From an optimization exercise on the open Yosys and OpenROAD flow, aimed at small area and a short achievable clock period; shortcuts taken in it are not production practice. Function was checked by simulation only, so behaviour that the tests miss may differ from the original. No activity file was given, so power comes from the tool's default toggle rates.

<file path="flow/run.sh">
#!/bin/bash
# synth_recipe.tcl (not shown) runs the flow's synth.tcl, then flattens the netlist and writes it again
# the make line also repeats each setting of config.mk as NAME=value (left out here)
make -C /OpenROAD-flow-scripts/flow DESIGN_CONFIG=/design/flow/config.mk WORK_HOME=/design/flow/orfs CLKGATE_MAP_FILE= SYNTH_SCRIPT=/design/flow/synth_recipe.tcl finish
</file>
<file path="flow/config.mk">
export PLATFORM = sky130hd
export DESIGN_NAME = decode_stage
export DESIGN_NICKNAME = decode_stage
export VERILOG_FILES = /design/flow/design.v
export SDC_FILE = /design/flow/constraint.sdc
export NUM_CORES = 4
export LEC_CHECK = 0
export CAP_MARGIN = 20
export CORE_MARGIN = 2
export CORE_UTILIZATION = 40
export SLEW_MARGIN = 20
</file>
<file path="flow/constraint.sdc">
create_clock -name core_clock -period 6.0 [get_ports {clk}]
set_input_delay 1.2000 -clock core_clock [delete_from_list [all_inputs] [get_ports {clk}]]
set_output_delay 1.2000 -clock core_clock [all_outputs]
set_load 0.01 [all_outputs]
</file>
<file path="flow/design.v">
package decode_pkg;
  localparam logic [6:0] OP_LUI    = 7'b0110111;
  localparam logic [6:0] OP_AUIPC  = 7'b0010111;
  localparam logic [6:0] OP_JAL    = 7'b1101111;
  localparam logic [6:0] OP_JALR   = 7'b1100111;
  localparam logic [6:0] OP_BRANCH = 7'b1100011;
  localparam logic [6:0] OP_LOAD   = 7'b0000011;
  localparam logic [6:0] OP_STORE  = 7'b0100011;
  localparam logic [6:0] OP_IMM    = 7'b0010011;
  localparam logic [6:0] OP_OP     = 7'b0110011;
  localparam logic [3:0] ALU_ADD  = 4'd0;
  localparam logic [3:0] ALU_SUB  = 4'd1;
  localparam logic [3:0] ALU_AND  = 4'd2;
  localparam logic [3:0] ALU_OR   = 4'd3;
  localparam logic [3:0] ALU_XOR  = 4'd4;
  localparam logic [3:0] ALU_SLL  = 4'd5;
  localparam logic [3:0] ALU_SRL  = 4'd6;
  localparam logic [3:0] ALU_SRA  = 4'd7;
  localparam logic [3:0] ALU_SLT  = 4'd8;
  localparam logic [3:0] ALU_SLTU = 4'd9;
  localparam logic [1:0] JUMP_NONE = 2'b00;
  localparam logic [1:0] JUMP_JAL  = 2'b01;
  localparam logic [1:0] JUMP_JALR = 2'b10;
  typedef struct packed {
    logic [3:0] alu_ctrl;
    logic       mul_en;
    logic       branch;
    logic       mem_read;
    logic       mem_to_reg;
    logic       mem_write;
    logic       alu_src;
    logic       reg_write;
    logic       illegal;
    logic [1:0] jump;
  } ctrl_t;
  function automatic logic [3:0] alu_from_funct3(input logic [2:0] funct3, input logic alt);
    case (funct3)
      3'b000:  alu_from_funct3 = alt ? ALU_SUB : ALU_ADD;
      3'b001:  alu_from_funct3 = ALU_SLL;
      3'b010:  alu_from_funct3 = ALU_SLT;
      3'b011:  alu_from_funct3 = ALU_SLTU;
      3'b100:  alu_from_funct3 = ALU_XOR;
      3'b101:  alu_from_funct3 = alt ? ALU_SRA : ALU_SRL;
      3'b110:  alu_from_funct3 = ALU_OR;
      default: alu_from_funct3 = ALU_AND;
    endcase
  endfunction
endpackage
module regfile_bypass #(
  parameter int XLEN  = 32,
  parameter int NREGS = 32
) (
  input  logic            clk,
  input  logic            rst,
  input  logic [4:0]      rs1,
  input  logic [4:0]      rs2,
  output logic [XLEN-1:0] rs1_data,
  output logic [XLEN-1:0] rs2_data,
  input  logic            wb_en,
  input  logic [4:0]      wb_rd,
  input  logic [XLEN-1:0] wb_data
);
  localparam int AW = $clog2(NREGS);
  logic [XLEN-1:0] regs [NREGS];
  function automatic logic in_range(input logic [4:0] idx);
    in_range = {1'b0, idx} < 6'(NREGS);
  endfunction
  assign rs1_data = (rs1 == 5'd0 || !in_range(rs1)) ? '0 :
                    (wb_en && wb_rd == rs1)          ? wb_data : regs[rs1[AW-1:0]];
  assign rs2_data = (rs2 == 5'd0 || !in_range(rs2)) ? '0 :
                    (wb_en && wb_rd == rs2)          ? wb_data : regs[rs2[AW-1:0]];
  always_ff @(posedge clk or negedge rst) begin
    if (!rst) begin
      for (int i = 0; i < NREGS; i++) regs[i] <= '0;
    end else if (wb_en && wb_rd != 5'd0 && in_range(wb_rd)) begin
      regs[wb_rd[AW-1:0]] <= wb_data;
    end
  end
endmodule
module decode_stage #(
  parameter int XLEN  = 32,
  parameter int NREGS = 32
) (
  input  logic            clk,
  input  logic            rst,
  input  logic            in_valid,
  output logic            in_ready,
  input  logic [31:0]     in_instr,
  input  logic [XLEN-1:0] in_pc,
  input  logic            flush,
  input  logic            wb_en,
  input  logic [4:0]      wb_rd,
  input  logic [XLEN-1:0] wb_data,
  output logic            out_valid,
  input  logic            out_ready,
  output logic [XLEN-1:0] out_pc,
  output logic [XLEN-1:0] out_rs1_data,
  output logic [XLEN-1:0] out_rs2_data,
  output logic [XLEN-1:0] out_imm,
  output logic [4:0]      out_rs1,
  output logic [4:0]      out_rs2,
  output logic [4:0]      out_rd,
  output logic [3:0]      out_alu_ctrl,
  output logic            out_mul_en,
  output logic            out_branch,
  output logic            out_mem_read,
  output logic            out_mem_to_reg,
  output logic            out_mem_write,
  output logic            out_alu_src,
  output logic            out_reg_write,
  output logic            out_illegal,
  output logic [1:0]      out_jump
);
  logic [6:0]      opcode, funct7;
  logic [2:0]      funct3;
  logic            use_rs1, use_rs2, use_rd, known, bad_idx;
  logic [4:0]      dec_rs1, dec_rs2, dec_rd;
  logic [31:0]     imm32;
  logic [XLEN-1:0] dec_imm, rs1_data, rs2_data;
  decode_pkg::ctrl_t           ctrl, out_ctrl;
  logic            load, hazard;
  assign opcode = in_instr[6:0];
  assign funct3 = in_instr[14:12];
  assign funct7 = in_instr[31:25];
  always_comb begin
    ctrl    = '0;
    imm32   = '0;
    use_rs1 = 1'b0;
    use_rs2 = 1'b0;
    use_rd  = 1'b0;
    known   = 1'b1;
    case (opcode)
      decode_pkg::OP_LUI, decode_pkg::OP_AUIPC: begin
        imm32 = {in_instr[31:12], 12'b0};
        use_rd = 1'b1; ctrl.alu_src = 1'b1; ctrl.reg_write = 1'b1;
      end
      decode_pkg::OP_JAL: begin
        imm32 = {{12{in_instr[31]}}, in_instr[19:12], in_instr[20], in_instr[30:21], 1'b0};
        use_rd = 1'b1; ctrl.alu_src = 1'b1; ctrl.reg_write = 1'b1; ctrl.jump = decode_pkg::JUMP_JAL;
      end
      decode_pkg::OP_JALR: begin
        imm32 = {{20{in_instr[31]}}, in_instr[31:20]};
        use_rs1 = 1'b1; use_rd = 1'b1;
        ctrl.alu_src = 1'b1; ctrl.reg_write = 1'b1; ctrl.jump = decode_pkg::JUMP_JALR;
      end
      decode_pkg::OP_BRANCH: begin
        imm32 = {{20{in_instr[31]}}, in_instr[7], in_instr[30:25], in_instr[11:8], 1'b0};
        use_rs1 = 1'b1; use_rs2 = 1'b1; ctrl.branch = 1'b1; ctrl.alu_ctrl = decode_pkg::ALU_SUB;
      end
      decode_pkg::OP_LOAD: begin
        imm32 = {{20{in_instr[31]}}, in_instr[31:20]};
        use_rs1 = 1'b1; use_rd = 1'b1; ctrl.alu_src = 1'b1;
        ctrl.mem_read = 1'b1; ctrl.mem_to_reg = 1'b1; ctrl.reg_write = 1'b1;
      end
      decode_pkg::OP_STORE: begin
        imm32 = {{20{in_instr[31]}}, in_instr[31:25], in_instr[11:7]};
        use_rs1 = 1'b1; use_rs2 = 1'b1; ctrl.alu_src = 1'b1; ctrl.mem_write = 1'b1;
      end
      decode_pkg::OP_IMM: begin
        imm32 = {{20{in_instr[31]}}, in_instr[31:20]};
        use_rs1 = 1'b1; use_rd = 1'b1; ctrl.alu_src = 1'b1; ctrl.reg_write = 1'b1;
        ctrl.alu_ctrl = decode_pkg::alu_from_funct3(funct3, funct3 == 3'b101 && funct7[5]);
      end
      decode_pkg::OP_OP: begin
        use_rs1 = 1'b1; use_rs2 = 1'b1; use_rd = 1'b1; ctrl.reg_write = 1'b1;
        if (funct7 == 7'b0000001) begin
          ctrl.mul_en   = 1'b1;
          ctrl.alu_ctrl = {1'b0, funct3};
        end else if (funct7 == 7'b0000000 || funct7 == 7'b0100000) begin
          ctrl.alu_ctrl = decode_pkg::alu_from_funct3(funct3, funct7[5]);
        end else begin
          known = 1'b0;
        end
      end
      default: known = 1'b0;
    endcase
    bad_idx = (use_rs1 && {1'b0, in_instr[19:15]} >= 6'(NREGS)) ||
              (use_rs2 && {1'b0, in_instr[24:20]} >= 6'(NREGS)) ||
              (use_rd  && {1'b0, in_instr[11:7]}  >= 6'(NREGS));
    if (!known || bad_idx) begin
      ctrl.illegal    = 1'b1;
      ctrl.reg_write  = 1'b0;
      ctrl.mem_read   = 1'b0;
      ctrl.mem_to_reg = 1'b0;
      ctrl.mem_write  = 1'b0;
      ctrl.branch     = 1'b0;
      ctrl.mul_en     = 1'b0;
      ctrl.jump       = decode_pkg::JUMP_NONE;
    end
  end
  assign dec_rs1 = use_rs1 ? in_instr[19:15] : 5'd0;
  assign dec_rs2 = use_rs2 ? in_instr[24:20] : 5'd0;
  assign dec_rd  = use_rd  ? in_instr[11:7]  : 5'd0;
  assign dec_imm = XLEN'($signed(imm32));
  regfile_bypass #(.XLEN(XLEN), .NREGS(NREGS)) u_regfile (
    .clk      (clk),
    .rst      (rst),
    .rs1      (dec_rs1),
    .rs2      (dec_rs2),
    .rs1_data (rs1_data),
    .rs2_data (rs2_data),
    .wb_en    (wb_en),
    .wb_rd    (wb_rd),
    .wb_data  (wb_data)
  );
  assign load     = !out_valid || out_ready;
  assign hazard   = out_valid && out_ctrl.mem_read && out_rd != 5'd0 &&
                    (dec_rs1 == out_rd || dec_rs2 == out_rd);
  assign in_ready = load && !hazard && !flush;
  always_ff @(posedge clk or negedge rst) begin
    if (!rst) begin
      out_valid    <= 1'b0;
      out_pc       <= '0;
      out_rs1_data <= '0;
      out_rs2_data <= '0;
      out_imm      <= '0;
      out_rs1      <= '0;
      out_rs2      <= '0;
      out_rd       <= '0;
      out_ctrl     <= '0;
    end else if (flush || (load && hazard)) begin
      out_valid <= 1'b0;
    end else if (load) begin
      out_valid <= in_valid;
      if (in_valid) begin
        out_pc       <= in_pc;
        out_rs1_data <= rs1_data;
        out_rs2_data <= rs2_data;
        out_imm      <= dec_imm;
        out_rs1      <= dec_rs1;
        out_rs2      <= dec_rs2;
        out_rd       <= dec_rd;
        out_ctrl     <= ctrl;
      end
    end else begin
      if (wb_en && wb_rd != 5'd0 && wb_rd == out_rs1) out_rs1_data <= wb_data;
      if (wb_en && wb_rd != 5'd0 && wb_rd == out_rs2) out_rs2_data <= wb_data;
    end
  end
  assign out_alu_ctrl   = out_ctrl.alu_ctrl;
  assign out_mul_en     = out_ctrl.mul_en;
  assign out_branch     = out_ctrl.branch;
  assign out_mem_read   = out_ctrl.mem_read;
  assign out_mem_to_reg = out_ctrl.mem_to_reg;
  assign out_mem_write  = out_ctrl.mem_write;
  assign out_alu_src    = out_ctrl.alu_src;
  assign out_reg_write  = out_ctrl.reg_write;
  assign out_illegal    = out_ctrl.illegal;
  assign out_jump       = out_ctrl.jump;
endmodule
</file>
==> flow_summary_export.csv <==
group,metric,value,unit
drt,wl_per_cell,52.2,um
clock_tree,cts_setup_buffers,0,
global_route,grt-ovfl-total,0,
yosys,synth-simple-area-share,0.133,
sta,slew_viol_final,0,
setup_path,crit_top_cell,"clkdlybuf4s50_1",
clock_tree,cts-resized-gates,0,
place,dpl-instance-area,0.0689,mm2
place,hpwl,277,mm
power_and_ir_drop,power.density,323,mW/mm2
global_route,grtUsageTotal,0.522,
clock_tree,clkSlewWorstSetupHoldPaths,0.06,ns
place,portBuffers,265,
finish,utilization,0.486,
clock_tree,htreeDepth,4,
setup_path,crit_path_top_delay_cell,"and3b_1",
setup_path,worstPathMaxFanout,11,
hold_path,hold_class,"reg -> reg",
floorplanning,fp.dieH,396,um
power_and_ir_drop,cellLeakagePower,31.0,nW
finish,drive_above_1_share,0.326,
yosys,async_flop_share,1.00,
global_route,grt_pass1_wl,548,mm
status,status,"no timing/DRC/antenna violations",
global_route,use_met3,0.262,
place,routabilityCongestion,1.08,
yosys,yosysSeqAreaShare,0.478,
global_route,use_met1,0.643,
yosys,syn-num-nets,5638,
drt,drtIter0Drc,12500,
clock_tree,cts_sinks,1171,
setup_path,cp.required,4.80,ns
sta,fin_skew,0.0390,ns
drt,first_pass_iters,12,
sta,whs,0.378,ns
drt,drc,0,
floorplanning,die-area,0.157,mm2
sta,slew_headroom,0.0619,
yosys,ys_types,104,
setup_path,worst_path_dominant_cell_family,"simple AND/OR/NAND/NOR gates",
finish,fin_nets,5940,
finish,n_fill_cell,14000,
yosys,synthAdderAreaFrac,0,
sta,setup_tns,0,ns
yosys,yosysWarnings,3,
sta,period_needed,5.41,ns
floorplanning,coreArea,0.152,mm2
drt,via_per_inst,7.72,
global_route,antenna_found_initial,65,
drt,vias,61900,
setup_path,endpoint_kind,"output pin",
sta,min_period_over_period,0.901,
sta,finalSetupViolations,0,
yosys,synth_cells,5531,
sta,rsz0062_at_grt,"false",
clock_tree,cts_root_buf,"clkbuf_16",
finish,area.growth.synth_to_final,20.4,%
yosys,synth_mux_area_frac,0.207,
yosys,synth_seq_cells,1171,
clock_tree,cts_buffers,140,
sta,tightest_slew,1.40,ns
setup_path,worstPathArrival,4.21,ns
floorplanning,pin_count,266,
setup_path,crit_type,"in -> out",
global_route,grt_max_degree,148,
global_route,grt_pass1_vias,56700,
yosys,synth_area,0.0613,mm2
clock_tree,clockBufferDepth,3,
floorplanning,initial_core_util,0.403,
global_route,top_usage_layer,"met2",
drt,drt-total-wl,419,mm
yosys,synth-compound-area-share,0.137,
yosys,synth_top_family_by_area,"multiplexers",
clock_tree,cts_tree,"built",
yosys,ys.flop_type,"dfrtp_1",
yosys,avgSynthCellArea,11.1,um2
power_and_ir_drop,vdd_drop_max,0.298,mV
floorplanning,fp-row-count,143,
setup_path,worst-path-buf-inv,2,
setup_path,cp_slowest_stage_delay,0.81,ns
place,preCtsSetupSlack,0.325,ns
finish,design_area,0.0738,mm2
yosys,synth-edff-count,0,
clock_tree,postCtsHoldBufs,0,
setup_path,cp-start-kind,"input pin",
yosys,synth_xor_area_frac,0.00200,
clock_tree,clk_latency,0.81,ns
setup_path,cp_cell_sequence,"clkdlybuf4s50_1, and3b_1, o2111ai_1, a22oi_1, nand4_1, and3_1, clkdlybuf4s50_1",
drt,ant_nets,0,
global_route,groute.layer.met2.usage,0.682,
floorplanning,die_w,396,um
sta,hold_viol_final,0,
sta,setup_ws,0.592,ns
run,drv_cap,0,
sta,max_freq,0.185,GHz
## metal layers
metal / wire (um) / vias up
met3: 64400 / 2175
met5: 529 / -
met4: 42500 / 42
met1: 153000 / 31300
li1: - / 21900
met2: 159000 / 6462
## logic make-up after synthesis
group	count (synthesis)
muxes	1135
and+or+nand+nor	1546
xor gates and xnor gates	14
AOI/OAI and AO/OA	1078
DFF	1171
buffers and inverters	587
## placed cells by master (no fill, tap or decap), drive strengths merged, types with 82 or more instances in the layout
cell type,count
a221oi,83
a22o,121
a22oi,268
buf,485
clkbuf,195
clkdlybuf4s50,239
dfrtp,1171
mux2,1050
nand2,346
nand3,473
nand4,165
nor2,136
nor3,122
nor4,82
o21ai,89
## state kept, by name (all words and copies together), names as in the netlist
| name | cells |
|---|---|
| u_regfile.regs | 1014 |
| out_imm | 32 |
| out_pc | 32 |
| out_rs1_data | 32 |
| out_rs2_data | 32 |
| out_ctrl | 13 |
| out_rd | 5 |
| out_rs1 | 5 |
| out_rs2 | 5 |
| out_valid | 1 |
## cells in the mapped netlist (all sizes together) (7+ instances only)
cell type / number / area [um2]
a22oi: 268 / 2010
nor3b: 7 / 57.6
o32ai: 10 / 87.6
nand2b: 19 / 119
a21oi: 72 / 379
dfrtp: 1171 / 29300
inv: 22 / 82.6
xnor2: 10 / 87.6
nor2: 136 / 521
mux2i: 81 / 811
a2111oi: 26 / 260
nor4: 82 / 747
a31oi: 76 / 475
a22o: 121 / 1060
a222oi: 48 / 480
mux2: 1050 / 11800
o211ai: 26 / 215
o2111ai: 19 / 173
a31o: 18 / 158
and4: 10 / 90.1
nand2: 346 / 1300
nor2b: 22 / 138
a32oi: 63 / 552
buf: 296 / 1530
and2: 10 / 62.6
or4: 23 / 173
nand3b: 18 / 139
o21ai: 89 / 457
and3: 70 / 438
clkbuf: 268 / 1010
a221o: 11 / 110
or3: 11 / 68.8
o31ai: 36 / 284
nor3: 122 / 647
o41ai: 8 / 85.1
a221oi: 83 / 733
a211oi: 12 / 103
nand4: 165 / 1030
nand3: 473 / 2370
a32o: 17 / 170
o22ai: 28 / 175
## cell type report
class                           count  area, um2  share of cell area
Antenna cell                       48        120             0.00163
Sequential cell                  1171      29300               0.397
Timing Repair Buffer              724       6710              0.0909
Inverter                           23       86.3             0.00117
Clock inverter                     55        870              0.0118
Multi-Input combinational cell   3773      30200               0.409
Tap cell                         2030       2540              0.0344
Clock buffer                      195       4030              0.0545
## report_power, final
part           switching [mW]  leakage, nW  internal, mW
clock                    3.80         2.38          5.50
combinational            1.83         13.6          1.63
sequential               1.76         15.0          9.32
## worst paths after layout
| kind | to | slack (ns) | cells past startpoint | start |
|---|---|---|---|---|
| hold reg to reg | u_regfile.regs[0][24]$_DFFE_PN0P_ | 0.38 | 0 | u_regfile.regs[0][24]$_DFFE_PN0P_ |
| setup reg to reg | out_rs1_data[27]$_DFFE_PN0P_ | 2.21 | 8 | out_rd[1]$_DFFE_PN0P_ |
| hold / removal | u_regfile.regs[0][24]$_DFFE_PN0P_ | 0.38 | 0 | u_regfile.regs[0][24]$_DFFE_PN0P_ |
| min in group asynchronous | u_regfile.regs[21][10]$_DFFE_PN0P_ | 0.40 | 1 | rst |
| max in group asynchronous | u_regfile.regs[16][14]$_DFFE_PN0P_ | 4.12 | 2 | rst |
| setup / recovery | in_ready | 0.59 | 7 | in_instr[3] |
## metrics by stage
step | total power [mW] | cells
final | 23.8 | 8019
after detailed placement | 14.4 | 7720
after floorplan | 12.2 | 5531
after global routing | 24.3 | 7972
after global placement | 14.3 | 7712
after CTS | 23.6 | 7970

what the ideal ports hide:
The flow's constraints put no driver on any port. The routed layout listed below was extracted and timed again, unchanged, in two steps. Step 1 assumes that a clkbuf_16 drives the clock port and a buf_2 every other input. Step 2 moves the port delays by t, midway between the first and last clock arrival at a register: inputs arrive t later, outputs are due t later. That takes back most of the time a late clock gives input paths. Three values: ideal, step 1, step 2; two values: the first two.
shift t [ns]: 0.893
slack for setup (ns): 0.592 / 0.564 / -0.162
worst setup path at the end: input to register
clock arrival spread, ns: 0.040 / 0.041
With both steps, setup timing fails in this run, where it was met with ideal ports. For this run, drivers alone change the setup slack by -0.028 ns; drivers and shift together by -0.754 ns.
